This is an optimization exercise on Yosys and OpenROAD, whose aim is small area, a short achievable clock period and few clock cycles, not a production implementation. The RTL was checked by simulation tests, not by an equivalence proof against the original design. Power is estimated from default activity; no workload was simulated.

## the baseline
Design dendrite_accum, start of the top module:
module dendrite_accum #(
  parameter int CHARGE_WIDTH = ucaspian_pkg::CHARGE_WIDTH_DEF,
  parameter int MAX_ADDR     = 255
) (
  input  logic                           clk,
  input  logic                           reset,
  input  logic [ucaspian_pkg::NEURON_AW-1:0]           dend_addr,
  input  logic signed [ucaspian_pkg::DEND_CHARGE_W-1:0] dend_charge,
  input  logic                           dend_vld,
  output logic                           dend_rdy,
  input  logic                           drain_start,
  output logic [ucaspian_pkg::NEURON_AW-1:0]           neuron_addr,
  output logic signed [CHARGE_WIDTH-1:0] neuron_charge,
  output logic                           neuron_vld,
  input  logic                           neuron_rdy,
  output logic                           drain_done,
  output logic                           busy
);
For scale: about 10,000 cells after synthesis, about 4,600 flip-flops, ~0.17 sq mm of cells after synthesis.
clock: 10.0 ns
lec_check: 0
cap_margin: 20
core_margin: 2
core_utilization: 55
slew_margin: 20
synth_hierarchical: 1
standard.sh (not shown) runs the stock make flow with config.mk's settings and CLKGATE_MAP_FILE= SYNTH_SCRIPT=/design/flow/synth_recipe.tcl, a recipe that flattens the netlist after the stock synthesis.
==> flow/flow/run.sh <==
#!/bin/bash
# Standard layout (standard.sh, ORFS from synthesis to finish) with two changes to how it is
# made, none to the constraints: repair_timing aims at a setup margin past the clock period,
# so it keeps shortening the critical paths, and the port buffers are plain buffers.
set -euo pipefail
bash standard.sh SETUP_SLACK_MARGIN=6.5 \
  "BUFFER_PORTS_ARGS=-buffer_cell sky130_fd_sc_hd__buf_4" \
  finish > standard_flow.log 2>&1
Testbench counts of the baseline, summed over its fixed seeds: cycles 8,393.
#### Input delta (the candidate over the baseline)
--- a/flow/design.v
+++ b/flow/design.v
@@ -234,24 +234,24 @@
     lsel = '0;
     for (int j = 0; j < NG; j++) begin
       lsel = lsel | (lfirst[j] & {GS{gfirst[j]}});
       for (int k = 0; k < GS; k++) iso[j*GS+k] = gfirst[j] && lfirst[j][k];
     end
   end
   logic [NG-1:0]    in_hi;
   logic [GS-1:0]    in_lo;
-  logic [NG-1:0]    in_gt;               
-  logic [GS-1:0]    in_ge;               
+  logic [NG-1:0]    in_lt;               
+  logic [GS-1:0]    in_blt;              
   logic [DEPTH-1:0] in_sel;
   logic [GS-1:0]    in_grp;
   assign in_hi = NG'(1) << dend_addr[AW-1:AW/2];
   assign in_lo = GS'(1) << dend_addr[AW/2-1:0];
-  assign in_gt = ~((NG'(2) << dend_addr[AW-1:AW/2]) - NG'(1));
-  assign in_ge = ~((GS'(1) << dend_addr[AW/2-1:0]) - GS'(1));
+  assign in_lt  = (NG'(1) << dend_addr[AW-1:AW/2]) - NG'(1);
+  assign in_blt = (GS'(1) << dend_addr[AW/2-1:0]) - GS'(1);
   for (genvar i = 0; i < DEPTH; i++) begin : g_in_sel
     assign in_sel[i] = in_hi[i / GS] && in_lo[i % GS];
   end
   always_comb begin
     in_grp = '0;
     for (int j = 0; j < NG; j++) in_grp = in_grp | (act_q[j*GS +: GS] & {GS{in_hi[j]}});
   end
   logic accept;
@@ -286,17 +286,17 @@
       qv_q       <= '0;
     end else begin
       in_drain_q <= in_drain_d;
       dend_rdy_q <= !in_drain_d;
       busy_q     <= in_drain_d || accept || v1_q || v2_q;
       done_q     <= done_d;
       act_q      <= (act_q | (accept ? in_sel : '0)) & ~(issue_ok ? iso : '0);
       v1_q       <= accept;
-      low1_q     <= !act_any || (|(gfirst & in_gt)) || ((|(gfirst & in_hi)) && (|(lsel & in_ge)));
+      low1_q     <= !(|(gne & in_lt)) && !(|(in_grp & in_blt));    
       d1_q       <= issue;
       v2_q       <= v1_q;
       f2_q       <= v2_q && (a2_q == a1);
       v3_q       <= v2_q;
       qv_q       <= (pop ? {1'b0, qv_q[1]} : qv_q) | ({2{d1_q}} & q_push);
     end
   end
   always_ff @(posedge clk) begin
@@ -310,21 +310,26 @@
     grp1_q <= in_grp;
     c1_q <= dend_charge;
     a2_q <= a1;
     c2_q <= c1_q;
     r2_q <= (fwd3 || hit1) ? rq : '0;
     a3_q <= a2_q;
     w3_q <= sum_val;
   end
-  always_ff @(posedge clk) begin
-    if (!qv_q[0] || neuron_rdy) begin
+  always_ff @(posedge clk or posedge reset) begin
+    if (reset) begin
+      qa_q[0] <= '0;
+      qc_q[0] <= '0;
+    end else if (!qv_q[0] || neuron_rdy) begin
       qa_q[0] <= qv_q[1] ? qa_q[1] : a1;
       qc_q[0] <= qv_q[1] ? qc_q[1] : rq;
     end
+  end
+  always_ff @(posedge clk) begin
     if (pop || !qv_q[1]) begin
       qa_q[1] <= a1;
       qc_q[1] <= rq;
     end
   end
   assign dend_rdy      = dend_rdy_q;
   assign busy          = busy_q;
   assign drain_done    = done_q;
Findings:
- Looking at design area across the baseline and the candidate, the one that comes out lower is the baseline.
- Per the comparison of the candidate with the baseline, maximum achievable frequency went up about 7%, power rose about 11%.
- Summary: with the baseline as the reference, detailed route wirelength on metal2 in the candidate moved down slightly.
- Higher final critical path time including I/O delays and setup among the baseline and the candidate: the baseline
- On the candidate: sequential share of layout area is 0.84 points lower than what the baseline gave.
- From the baseline to the candidate the numbers moved as follows: die area increased by 0.72% relative to the old numbers, setup slack increased by 0.25 ns relative to the old numbers.
- The candidate ends up with a half-perimeter wire length of the detailed placement result that is 16 mm higher than in the baseline.
- As far as longest individual stage delay on the worst path is concerned, the baseline and the candidate perform about the same.
- Comparing the baseline with the candidate, the global-route usage came out essentially unchanged.
- The number of distinct library cell variants in the gate-level netlist after synthesis in the baseline is 0.837 times that in the candidate.
Testbench counts of the candidate, summed over its fixed seeds: cycles 8,393.

[what the ideal ports hide]
The results above use ideal ports. As a check the final layouts listed here were re-extracted and re-timed, cells and wires unchanged.
Step 1, drivers: a clkbuf_16 drives clk and a buf_2 each remaining input, both assumed.
Step 2 adds t to the input delays and takes it off the output delays; t is the mean of the earliest and latest rising clock arrival at the registers after step 1. Input paths then give back, and output paths get back, about the clock's delay inside the block.
a / b / c = ideal / step 1 / step 2; a / b = the first two.
| run | t (ns) | slack for setup (ns) | cell pins on the clock port's net |
|---|---|---|---|
| the baseline | 1.065 | 6.072 / 6.050 / 5.273 | 1 |
| the candidate | 1.062 | 6.322 / 6.220 / 5.343 | 1 |
After both steps every run listed still meets setup and hold. For the candidate, which loses most, drivers alone change the setup slack by -0.102 ns; drivers and shift together by -0.979 ns.
